This is an optimization exercise on Yosys and OpenROAD, whose aim is small area, not a production implementation. In this exercise RTL edits were held to simulation tests only and were not proved equivalent to the original.

File: flow/run.sh
#!/bin/bash
# synth_recipe.tcl (not shown) runs the flow's synth.tcl, then flattens the netlist and writes it again
# the make line also repeats each setting of config.mk as NAME=value (left out here)
make -C /OpenROAD-flow-scripts/flow DESIGN_CONFIG=/design/flow/config.mk WORK_HOME=/design/flow/orfs CLKGATE_MAP_FILE= SYNTH_SCRIPT=/design/flow/synth_recipe.tcl finish
File: flow/config.mk
export PLATFORM = sky130hd
export DESIGN_NAME = exu_core
export DESIGN_NICKNAME = exu_core
export VERILOG_FILES = /design/flow/design.v
export SDC_FILE = /design/flow/constraint.sdc
export NUM_CORES = 4
export LEC_CHECK = 0
export CAP_MARGIN = 20
export CORE_MARGIN = 2
export CORE_UTILIZATION = 40
export PLACE_DENSITY = 0.6
export SLEW_MARGIN = 20
File: flow/constraint.sdc
create_clock -name core_clock -period 8.5 [get_ports {clock}]
set_input_delay 1.7000 -clock core_clock [delete_from_list [all_inputs] [get_ports {clock}]]
set_output_delay 1.7000 -clock core_clock [all_outputs]
set_load 0.01 [all_outputs]
File: flow/design.v
`timescale 1ns/10ps
`default_nettype none
package exu_pkg;
	localparam int xlen = 32;
	localparam int mem_words = 64;
	localparam int mem_addr_w = $clog2(mem_words);
	typedef enum logic [3:0] {
		alu_add  = 4'd0,
		alu_sub  = 4'd1,
		alu_xor  = 4'd2,
		alu_or   = 4'd3,
		alu_and  = 4'd4,
		alu_srl  = 4'd5,
		alu_sra  = 4'd6,
		alu_sll  = 4'd7,
		alu_sltu = 4'd8,
		alu_slt  = 4'd9
	} alu_op_t;
	typedef enum logic [1:0] {
		src1_zero = 2'd0,
		src1_reg1 = 2'd1,
		src1_pc   = 2'd2,
		src1_csr  = 2'd3
	} src1_sel_t;
	typedef enum logic [1:0] {
		src2_zero = 2'd0,
		src2_reg2 = 2'd1,
		src2_imm  = 2'd2,
		src2_four = 2'd3
	} src2_sel_t;
	typedef enum logic [2:0] {
		csr_none  = 3'd0,
		csr_csrrw = 3'd1,
		csr_csrrs = 3'd2,
		csr_ecall = 3'd3
	} csr_op_t;
	typedef enum logic [1:0] {
		store_none = 2'd0,
		store_byte = 2'd1,
		store_half = 2'd2,
		store_word = 2'd3
	} store_t;
	typedef enum logic [2:0] {
		load_none = 3'd0,
		load_lb   = 3'd1,
		load_lh   = 3'd2,
		load_lw   = 3'd3,
		load_lbu  = 3'd4,
		load_lhu  = 3'd5
	} load_t;
	typedef struct packed {
		logic [xlen-1:0] reg1;
		logic [xlen-1:0] reg2;
		logic [xlen-1:0] pc;
		logic [xlen-1:0] imm;
		alu_op_t         alu_op;
		src1_sel_t       src1_sel;
		src2_sel_t       src2_sel;
		csr_op_t         csr_op;
		logic [xlen-1:0] csr_rdata;
		logic [11:0]     csr_addr;
		logic            wen;
		logic [4:0]      wreg;
		store_t          store;
		load_t           load;
		logic            ebreak;
	} ds_to_es_t;
	typedef struct packed {
		logic            wen;
		logic [4:0]      wreg;
		logic [xlen-1:0] alu_result;
		logic [xlen-1:0] store_data;
		store_t          store;
		load_t           load;
		logic            csr_wen;
		logic [11:0]     csr_addr;
		logic [xlen-1:0] csr_wdata;
		logic            ebreak;
	} es_to_ms_t;
	typedef struct packed {
		logic            need_stall;
		logic            fwd_en;
		logic [4:0]      wreg;
		logic [xlen-1:0] alu_result;
		logic            csr_fwd_en;
		logic [11:0]     csr_addr;
		logic [xlen-1:0] csr_wdata;
		csr_op_t         csr_op;
	} es_forward_t;
	typedef struct packed {
		logic            wen;
		logic [4:0]      wreg;
		logic [xlen-1:0] wdata;
		logic            csr_wen;
		logic [11:0]     csr_addr;
		logic [xlen-1:0] csr_wdata;
		logic            ebreak;
	} ms_to_ws_t;
endpackage
`default_nettype wire
`timescale 1ns/10ps
`default_nettype none
module exu_alu (
	input  wire logic [31:0]     src1_i,
	input  wire logic [31:0]     src2_i,
	input  wire exu_pkg::alu_op_t op_i,
	output logic [31:0]          result_o
);
	logic [4:0]  shamt;
	logic        lt_signed;
	logic        lt_unsigned;
	assign shamt = src2_i[4:0];
	assign lt_signed   = $signed(src1_i) < $signed(src2_i);
	assign lt_unsigned = src1_i < src2_i;
	always_comb begin
		case (op_i)
			exu_pkg::alu_add: begin
				result_o = src1_i + src2_i;
			end
			exu_pkg::alu_sub: begin
				result_o = src1_i - src2_i;
			end
			exu_pkg::alu_xor: begin
				result_o = src1_i ^ src2_i;
			end
			exu_pkg::alu_or: begin
				result_o = src1_i | src2_i;
			end
			exu_pkg::alu_and: begin
				result_o = src1_i & src2_i;
			end
			exu_pkg::alu_srl: begin
				result_o = src1_i >> shamt;
			end
			exu_pkg::alu_sra: begin
				result_o = $unsigned($signed(src1_i) >>> shamt);
			end
			exu_pkg::alu_sll: begin
				result_o = src1_i << shamt;
			end
			exu_pkg::alu_sltu: begin
				result_o = {31'd0, lt_unsigned};
			end
			exu_pkg::alu_slt: begin
				result_o = {31'd0, lt_signed};
			end
			default: begin
				result_o = '0;
			end
		endcase
	end
endmodule
`default_nettype wire
`timescale 1ns/10ps
`default_nettype none
module exu_ex_stage (
	input  wire logic                 clock,
	input  wire logic                 reset,
	input  wire logic                 in_valid_i,
	input  wire exu_pkg::ds_to_es_t   in_bus_i,
	output logic                      es_allowin_o,
	input  wire logic                 ms_allowin_i,
	output logic                      es_to_ms_valid_o,
	output exu_pkg::es_to_ms_t        es_to_ms_bus_o,
	output exu_pkg::es_forward_t      forward_o
);
	exu_pkg::ds_to_es_t       ds_r;
	logic            es_valid;
	logic [exu_pkg::xlen-1:0] src1;
	logic [exu_pkg::xlen-1:0] src2;
	logic [exu_pkg::xlen-1:0] alu_result;
	logic [exu_pkg::xlen-1:0] csr_wdata;
	logic            csr_wen;
	assign es_allowin_o     = !es_valid || ms_allowin_i;
	assign es_to_ms_valid_o = es_valid;
	always_ff @(posedge clock) begin
		if (reset) begin
			es_valid <= 1'b0;
		end else if (es_allowin_o) begin
			es_valid <= in_valid_i;
		end
	end
	always_ff @(posedge clock) begin
		if (in_valid_i && es_allowin_o) begin
			ds_r <= in_bus_i;
		end
	end
	always_comb begin
		case (ds_r.src1_sel)
			exu_pkg::src1_reg1: begin
				src1 = ds_r.reg1;
			end
			exu_pkg::src1_pc: begin
				src1 = ds_r.pc;
			end
			exu_pkg::src1_csr: begin
				src1 = ds_r.csr_rdata;
			end
			default: begin
				src1 = '0;
			end
		endcase
	end
	always_comb begin
		case (ds_r.src2_sel)
			exu_pkg::src2_reg2: begin
				src2 = ds_r.reg2;
			end
			exu_pkg::src2_imm: begin
				src2 = ds_r.imm;
			end
			exu_pkg::src2_four: begin
				src2 = 32'd4;
			end
			default: begin
				src2 = '0;
			end
		endcase
	end
	exu_alu u_alu (
		.src1_i   (src1),
		.src2_i   (src2),
		.op_i     (ds_r.alu_op),
		.result_o (alu_result)
	);
	always_comb begin
		case (ds_r.csr_op)
			exu_pkg::csr_csrrw: begin
				csr_wdata = ds_r.reg1;
			end
			exu_pkg::csr_csrrs: begin
				csr_wdata = ds_r.reg1 | ds_r.csr_rdata;
			end
			exu_pkg::csr_ecall: begin
				csr_wdata = ds_r.pc;
			end
			default: begin
				csr_wdata = '0;
			end
		endcase
	end
	assign csr_wen = (ds_r.csr_op == exu_pkg::csr_csrrw) || (ds_r.csr_op == exu_pkg::csr_csrrs)
		|| (ds_r.csr_op == exu_pkg::csr_ecall);
	always_comb begin
		es_to_ms_bus_o.wen        = ds_r.wen;
		es_to_ms_bus_o.wreg       = ds_r.wreg;
		es_to_ms_bus_o.alu_result = alu_result;
		es_to_ms_bus_o.store_data = ds_r.reg2;
		es_to_ms_bus_o.store      = ds_r.store;
		es_to_ms_bus_o.load       = ds_r.load;
		es_to_ms_bus_o.csr_wen    = csr_wen;
		es_to_ms_bus_o.csr_addr   = ds_r.csr_addr;
		es_to_ms_bus_o.csr_wdata  = csr_wdata;
		es_to_ms_bus_o.ebreak     = ds_r.ebreak;
	end
	always_comb begin
		forward_o.need_stall = 1'b1;
		forward_o.fwd_en     = ds_r.wen && (ds_r.wreg != 5'd0) && es_valid;
		forward_o.wreg       = ds_r.wreg;
		forward_o.alu_result = alu_result;
		forward_o.csr_fwd_en = csr_wen && es_valid;
		forward_o.csr_addr   = ds_r.csr_addr;
		forward_o.csr_wdata  = csr_wdata;
		forward_o.csr_op     = ds_r.csr_op;
	end
endmodule
`default_nettype wire
`timescale 1ns/10ps
`default_nettype none
module exu_mem_stage (
	input  wire logic               clock,
	input  wire logic               reset,
	input  wire logic               es_valid_i,
	input  wire exu_pkg::es_to_ms_t es_bus_i,
	output logic                    ms_allowin_o,
	input  wire logic               wb_allowin_i,
	output logic                    wb_valid_o,
	output exu_pkg::ms_to_ws_t      wb_bus_o
);
	logic [exu_pkg::xlen-1:0]       mem [exu_pkg::mem_words];
	logic                  ms_valid;
	exu_pkg::ms_to_ws_t             ms_r;
	logic                  accept;
	logic [exu_pkg::mem_addr_w-1:0] word_idx;
	logic [1:0]            lane;
	logic [exu_pkg::xlen-1:0]       rd_word;
	logic [exu_pkg::xlen-1:0]       st_word;
	logic [7:0]            ld_byte;
	logic [15:0]           ld_half;
	logic [exu_pkg::xlen-1:0]       wdata;
	assign ms_allowin_o = !ms_valid || wb_allowin_i;
	assign accept       = es_valid_i && ms_allowin_o;
	assign wb_valid_o   = ms_valid;
	assign wb_bus_o     = ms_r;
	assign word_idx = es_bus_i.alu_result[exu_pkg::mem_addr_w+1:2];
	assign lane     = es_bus_i.alu_result[1:0];
	assign rd_word  = mem[word_idx];
	always_comb begin
		st_word = rd_word;
		case (es_bus_i.store)
			exu_pkg::store_byte: begin
				st_word[{lane, 3'b000} +: 8] = es_bus_i.store_data[7:0];
			end
			exu_pkg::store_half: begin
				st_word[{lane[1], 4'b0000} +: 16] = es_bus_i.store_data[15:0];
			end
			exu_pkg::store_word: begin
				st_word = es_bus_i.store_data;
			end
			default: begin
			end
		endcase
	end
	always_ff @(posedge clock) begin
		if (reset) begin
			for (int i = 0; i < exu_pkg::mem_words; i++) begin
				mem[i] <= '0;
			end
		end else if (accept && (es_bus_i.store != exu_pkg::store_none)) begin
			mem[word_idx] <= st_word;
		end
	end
	assign ld_byte = rd_word[{lane, 3'b000} +: 8];
	assign ld_half = rd_word[{lane[1], 4'b0000} +: 16];
	always_comb begin
		case (es_bus_i.load)
			exu_pkg::load_lb:  wdata = {{24{ld_byte[7]}}, ld_byte};
			exu_pkg::load_lbu: wdata = {24'd0, ld_byte};
			exu_pkg::load_lh:  wdata = {{16{ld_half[15]}}, ld_half};
			exu_pkg::load_lhu: wdata = {16'd0, ld_half};
			exu_pkg::load_lw:  wdata = rd_word;
			default:  wdata = es_bus_i.alu_result;
		endcase
	end
	always_ff @(posedge clock) begin
		if (reset) begin
			ms_valid <= 1'b0;
		end else if (ms_allowin_o) begin
			ms_valid <= es_valid_i;
		end
	end
	always_ff @(posedge clock) begin
		if (accept) begin
			ms_r.wen       <= es_bus_i.wen;
			ms_r.wreg      <= es_bus_i.wreg;
			ms_r.wdata     <= wdata;
			ms_r.csr_wen   <= es_bus_i.csr_wen;
			ms_r.csr_addr  <= es_bus_i.csr_addr;
			ms_r.csr_wdata <= es_bus_i.csr_wdata;
			ms_r.ebreak    <= es_bus_i.ebreak;
		end
	end
endmodule
`default_nettype wire
`timescale 1ns/10ps
`default_nettype none
module exu_top (
	input  wire logic                 clock,
	input  wire logic                 reset,
	input  wire logic                 in_valid_i,
	input  wire exu_pkg::ds_to_es_t   in_bus_i,
	output logic                      in_allowin_o,
	output exu_pkg::es_forward_t      forward_o,
	input  wire logic                 wb_allowin_i,
	output logic                      wb_valid_o,
	output exu_pkg::ms_to_ws_t        wb_bus_o
);
	logic      es_to_ms_valid;
	exu_pkg::es_to_ms_t es_to_ms_bus;
	logic      ms_allowin;
	exu_ex_stage u_ex_stage (
		.clock            (clock),
		.reset            (reset),
		.in_valid_i       (in_valid_i),
		.in_bus_i         (in_bus_i),
		.es_allowin_o     (in_allowin_o),
		.ms_allowin_i     (ms_allowin),
		.es_to_ms_valid_o (es_to_ms_valid),
		.es_to_ms_bus_o   (es_to_ms_bus),
		.forward_o        (forward_o)
	);
	exu_mem_stage u_mem_stage (
		.clock        (clock),
		.reset        (reset),
		.es_valid_i   (es_to_ms_valid),
		.es_bus_i     (es_to_ms_bus),
		.ms_allowin_o (ms_allowin),
		.wb_allowin_i (wb_allowin_i),
		.wb_valid_o   (wb_valid_o),
		.wb_bus_o     (wb_bus_o)
	);
endmodule
`default_nettype wire
`timescale 1ns/10ps
`default_nettype none
module exu_core (
	input  wire logic        clock,
	input  wire logic        reset,
	input  wire logic        in_valid_i,
	input  wire logic [31:0] in_reg1_i,
	input  wire logic [31:0] in_reg2_i,
	input  wire logic [31:0] in_pc_i,
	input  wire logic [31:0] in_imm_i,
	input  wire logic [3:0]  in_alu_op_i,
	input  wire logic [1:0]  in_src1_sel_i,
	input  wire logic [1:0]  in_src2_sel_i,
	input  wire logic [2:0]  in_csr_op_i,
	input  wire logic [31:0] in_csr_rdata_i,
	input  wire logic [11:0] in_csr_addr_i,
	input  wire logic        in_wen_i,
	input  wire logic [4:0]  in_wreg_i,
	input  wire logic [1:0]  in_store_i,
	input  wire logic [2:0]  in_load_i,
	input  wire logic        in_ebreak_i,
	output logic             in_allowin_o,
	output logic             fwd_need_stall_o,
	output logic             fwd_en_o,
	output logic [4:0]       fwd_wreg_o,
	output logic [31:0]      fwd_alu_result_o,
	output logic             fwd_csr_fwd_en_o,
	output logic [11:0]      fwd_csr_addr_o,
	output logic [31:0]      fwd_csr_wdata_o,
	output logic [2:0]       fwd_csr_op_o,
	input  wire logic        wb_allowin_i,
	output logic             wb_valid_o,
	output logic             wb_wen_o,
	output logic [4:0]       wb_wreg_o,
	output logic [31:0]      wb_wdata_o,
	output logic             wb_csr_wen_o,
	output logic [11:0]      wb_csr_addr_o,
	output logic [31:0]      wb_csr_wdata_o,
	output logic             wb_ebreak_o
);
	exu_pkg::ds_to_es_t   in_bus;
	exu_pkg::es_forward_t fwd;
	exu_pkg::ms_to_ws_t   wb_bus;
	assign in_bus = {in_reg1_i, in_reg2_i, in_pc_i, in_imm_i, in_alu_op_i,
		in_src1_sel_i, in_src2_sel_i, in_csr_op_i, in_csr_rdata_i, in_csr_addr_i,
		in_wen_i, in_wreg_i, in_store_i, in_load_i, in_ebreak_i};
	exu_top u_top (
		.clock        (clock),
		.reset        (reset),
		.in_valid_i   (in_valid_i),
		.in_bus_i     (in_bus),
		.in_allowin_o (in_allowin_o),
		.forward_o    (fwd),
		.wb_allowin_i (wb_allowin_i),
		.wb_valid_o   (wb_valid_o),
		.wb_bus_o     (wb_bus)
	);
	assign fwd_need_stall_o = fwd.need_stall;
	assign fwd_en_o         = fwd.fwd_en;
	assign fwd_wreg_o       = fwd.wreg;
	assign fwd_alu_result_o = fwd.alu_result;
	assign fwd_csr_fwd_en_o = fwd.csr_fwd_en;
	assign fwd_csr_addr_o   = fwd.csr_addr;
	assign fwd_csr_wdata_o  = fwd.csr_wdata;
	assign fwd_csr_op_o     = fwd.csr_op;
	assign wb_wen_o       = wb_bus.wen;
	assign wb_wreg_o      = wb_bus.wreg;
	assign wb_wdata_o     = wb_bus.wdata;
	assign wb_csr_wen_o   = wb_bus.csr_wen;
	assign wb_csr_addr_o  = wb_bus.csr_addr;
	assign wb_csr_wdata_o = wb_bus.csr_wdata;
	assign wb_ebreak_o    = wb_bus.ebreak;
endmodule
`default_nettype wire
==> load_flow_metrics.sql <==
INSERT INTO impl_metrics (metric_group, metric, value, unit) VALUES
('outcome', 'result_of_the_run', 'timing/DRC/antenna clean', ''),
('drt', 'drt_first_iter_violations', '14570', ''),
('power_and_ir_drop', 'power.static_leakage', '46.84', 'nW'),
('setup_path', 'crit_path_capture_type', 'output pin', ''),
('global_routing', 'largest_net_degree_at_the_start_of_global_routing', '124', ''),
('drt', 'antenna_left', '0', ''),
('setup_path', 'ff2ff_setup_slack', '290', 'ps'),
('yosys', 'synthMuxAreaShare', '0.02373', ''),
('clocking', 'cts_htree_levels', '5', ''),
('final_layout', 'nets_final', '10510', ''),
('place', 'dp_hpwl', '337000', 'um'),
('setup_path', 'worst-setup-path-type', 'flip-flop to output pin', ''),
('worst_hold_path', 'whs_path_depth', '0', ''),
('yosys', 'synthXorXnorAreaFrac', '0.0004784', ''),
('yosys', 'number_of_synthesis_warnings', '3', ''),
('global_routing', 'grt_util_all_layers', '0.3525', ''),
('clocking', 'clockBufferDepth', '4', ''),
('power_and_ir_drop', 'cellPowerDensity', '270.5', 'nW/um2'),
('place', 'gp_congestion', '0.9861', ''),
('yosys', 'ys_async_sr_fraction', '0', ''),
('die', 'die-area', '278800', 'um2'),
('die', 'floorplan.core_area', '273400', 'um2'),
('yosys', 'synthesis.area', '109800', 'um2'),
('yosys', 'synthSimpleGateAreaFrac', '0.1517', ''),
('sta', 'timing_worst_slew_pin_value', '1248', 'ps'),
('yosys', 'largest_family_of_logic_cells_by_synthesized_area', 'simple AND/OR/NAND/NOR gates', ''),
('yosys', 'cell_count_after_synthesis', '9806', ''),
('clocking', 'clk_transition_reported_paths', '60', 'ps'),
('power_and_ir_drop', 'worst_ir_drop_vdd', '233.5', 'uV'),
('global_routing', 'grt_overflow', '0', ''),
('yosys', 'yosys.area.top_type', 'sky130_fd_sc_hd__edfxtp_1', ''),
('clocking', 'ctsRootBufferMaster', 'sky130_fd_sc_hd__clkbuf_16', ''),
('yosys', 'synth.ff_latch_count', '2329', ''),
('drt', 'wl_per_cell', '36.18', 'um'),
('flow_run', 'cap_viol_max_count', '0', ''),
('sta', 'unrepaired_setup_endpoints_after_global_routing', 'no', ''),
('yosys', 'synth_top_cells_by_area', 'sky130_fd_sc_hd__edfxtp_1 (64%), sky130_fd_sc_hd__nor2_1 (8.2%), sky130_fd_sc_hd__nand2_1 (3.1%)', ''),
('die', 'core.rowCount', '192', ''),
('place', 'port_buffers', '370', ''),
('yosys', 'synthTopCellsByCount', 'sky130_fd_sc_hd__nor2_1 (2398), sky130_fd_sc_hd__edfxtp_1 (2327), sky130_fd_sc_hd__nand2_1 (921), sky130_fd_sc_hd__o22ai_1 (436), sky130_fd_sc_hd__buf_2 (371)', ''),
('sta', 'fin_skew', '98.65', 'ps'),
('power_and_ir_drop', 'total_power', '34.99', 'mW'),
('yosys', 'synth_top_area_share', '0.6362', ''),
('yosys', 'dominantRegCellSynth', 'sky130_fd_sc_hd__edfxtp_1', ''),
('setup_path', 'cp_data_arrival_time', '6680', 'ps'),
('global_routing', 'grt_antenna_before_repair', '41', ''),
('setup_path', 'worstRegToRegCells', '23', ''),
('worst_hold_path', 'whs_endpoint', 'u_top.u_mem_stage.ms_r[0]$_DFFE_PP_', ''),
('setup_path', 'worst_r2r_endpoint', 'u_top.u_mem_stage.mem[30][24]$_SDFFCE_PN0P_', ''),
('die', 'floorplan.initialDensity', '0.4018', ''),
('global_routing', 'grt_first_pass_wirelength', '690900', 'um'),
('yosys', 'synth_area_per_cell', '11.20', 'um2'),
('drt', '1st_pass_router_iterations', '8', ''),
('drt', 'postRouteWirelength', '506900', 'um'),
('worst_hold_path', 'min-delay-start', 'u_top.u_ex_stage.ds_r[0]$_DFFE_PP_', ''),
('setup_path', 'worstSetupStartpointType', 'flip-flop', ''),
('sta', 'relSlewSlack', '0.1681', ''),
('yosys', 'yosys.area_share.adder', '0.01198', ''),
('final_layout', 'synthToLayoutAreaGrowth', '17.75', '%'),
('clocking', 'sink_count', '2329', ''),
('clocking', 'cts_hold_repair.buffers', '0', ''),
('yosys', 'synth_enable_flop_cells', '2327', ''),
('sta', 'achievable-frequency', '119.3', 'MHz'),
('setup_path', 'worstReg2RegStart', 'u_top.u_ex_stage.ds_r[59]$_DFFE_PP_', ''),
('yosys', 'syn-num-nets', '10110', ''),
('die', 'die_h', '528.0', 'um'),
('final_layout', 'finish.instance_area', '129300', 'um2'),
('sta', 'finalSetupViolations', '0', ''),
('clocking', 'numCtsBuffers', '263', ''),
('drt', 'detailroute.via_count', '89920', ''),
('sta', 'maxSlewViolCount', '0', '');
cell families after synthesis:
group	count (synthesis)
flip-flops	2329
AO/OA/AOI/OAI	1946
adder cells (fa/ha/maj)	104
other	1
multiplexers	239
buffers and inverters	1141
XOR/XNOR	6
AND/OR/NAND/NOR	4040
flip-flops by register name, summed over array words and instances (netlist names):
register                    cells
u_top.u_mem_stage.ms_valid      1
u_top.u_mem_stage.ms_r         84
u_top.u_ex_stage.es_valid       1
u_top.u_ex_stage.ds_r         195
u_top.u_mem_stage.mem        2048
how the worst max path moves through the flow:
stage | from | to | cells after the start
3_3_place_gp | u_top.u_ex_stage.ds_r[62]$_DFFE_PP_ | fwd_alu_result_o[20] | 20
4_1_cts | u_top.u_ex_stage.ds_r[62]$_DFFE_PP_ | fwd_alu_result_o[28] | 24
2_1_floorplan | wb_allowin_i | u_top.u_mem_stage.mem[2][0]$_SDFFCE_PN0P_ | 6
6_report | u_top.u_ex_stage.ds_r[60]$_DFFE_PP_ | fwd_alu_result_o[30] | 19
3_5_place_dp | u_top.u_ex_stage.ds_r[62]$_DFFE_PP_ | fwd_alu_result_o[28] | 24
5_1_grt | u_top.u_ex_stage.ds_r[62]$_DFFE_PP_ | fwd_alu_result_o[27] | 22
worst max-delay path: stages, from the launching register on:
cell	delay, ps
sky130_fd_sc_hd__edfxtp_1	500
sky130_fd_sc_hd__buf_4	220
sky130_fd_sc_hd__nand3b_1	260
sky130_fd_sc_hd__nand2_2	270
sky130_fd_sc_hd__clkbuf_8	460
sky130_fd_sc_hd__nor2_1	340
sky130_fd_sc_hd__a222oi_1	380
sky130_fd_sc_hd__buf_4	230
sky130_fd_sc_hd__nor2_1	50
sky130_fd_sc_hd__a21oi_1	200
sky130_fd_sc_hd__mux2_2	230
sky130_fd_sc_hd__o21ai_0	80
sky130_fd_sc_hd__a221oi_1	580
sky130_fd_sc_hd__a21oi_1	260
sky130_fd_sc_hd__o21ai_0	140
sky130_fd_sc_hd__nand3_1	90
sky130_fd_sc_hd__or4_1	560
sky130_fd_sc_hd__a31oi_2	320
sky130_fd_sc_hd__inv_1	110
sky130_fd_sc_hd__clkdlybuf4s50_1	500
report_power, final:
group          switching, mW  internal (mW)
Combinational           7.72           3.04
Clock                   4.88           6.05
Sequential             0.205           13.1
Total                   12.8           22.2
layer usage:
layer,up-vias,routed length [um],track usage
met5,-,184,0
met4,26,42530,0.2466
met3,1462,61920,0.09169
met2,6944,220900,0.5274
met1,45000,181300,0.4454
li1,36490,-,-
through the flow:
step / setup TNS (ps) / std cells / setup WS (ps) / util / hold slack [ps]
floorplan: 0 / 9806 / 168.5 / - / 400.3
finish: 0 / 14010 / 115.9 / 0.4731 / 421.8
CTS: -34.92 / 13980 / -34.92 / 0.4719 / 418.8
global route: 0 / 13990 / 5.301 / 0.4729 / 440.8
global placement: -26.95 / 13520 / -26.95 / 0.4418 / 415.6
detailed placement: 0 / 13520 / 120.2 / 0.4421 / 405.2
timing repair:
item / CTS / global route
pin swaps: 5 / 11
setup buffers: 5 / 6
resized for setup: 23 / 36
endpoints found under the hold margin: 0 / 0
setup endpoints to repair: 11 / 7
final cells by class:
| cell class | count | area, um2 |
|---|---|---|
| Timing Repair Buffer | 1116 | 11030 |
| Fill cell | 24580 | 144000 |
| Sequential cell | 2329 | 69920 |
| Clock inverter | 136 | 1204 |
| Tap cell | 3589 | 4491 |
| Inverter | 162 | 641.9 |
| Antenna cell | 27 | 67.56 |
| Clock buffer | 315 | 6819 |
| Multi-Input combinational cell | 6336 | 35170 |
layout by cell type, fill, tap and decap left out, types with 96 or more instances in the layout:
cell and n:
sky130_fd_sc_hd__nor2_1 2395, sky130_fd_sc_hd__nor3_1 101, sky130_fd_sc_hd__o211ai_1 131, sky130_fd_sc_hd__buf_4 604, sky130_fd_sc_hd__o22ai_1 435, sky130_fd_sc_hd__nand2_1 920
sky130_fd_sc_hd__buf_12 136, sky130_fd_sc_hd__o21ai_0 243, sky130_fd_sc_hd__inv_1 147, sky130_fd_sc_hd__nand3_1 261, sky130_fd_sc_hd__clkdlybuf4s50_1 368, sky130_fd_sc_hd__a21oi_1 271
sky130_fd_sc_hd__clkbuf_16 265, sky130_fd_sc_hd__mux2i_1 143, sky130_fd_sc_hd__o221ai_1 96, sky130_fd_sc_hd__edfxtp_1 2327

## separate check: timing with driven ports
How much do the figures lean on ideal ports? The routed layout below was timed once more, with nothing changed but the port constraints. Step 1 assumes that a clkbuf_16 drives the clock port and a buf_2 every other input. Step 2, shift: input delay + t, output delay - t, t = (earliest + latest rising clock arrival at the registers) / 2. This alone moves slack from input paths to output paths. Three values: ideal ports, drivers, drivers and shift; two values: the first two.
t (ns): 1.005
setup slack, ns: 0.116 / 0.010 / 0.293
worst setup path after step 2: register to register
slew at the worst register clock pin (ns): 0.07 / 0.07
worst slew at a driven data input, ns: 0.18
After both steps setup and hold are still met in this run. For this run, drivers alone change the setup slack by -0.106 ns; drivers and shift together by +0.177 ns.
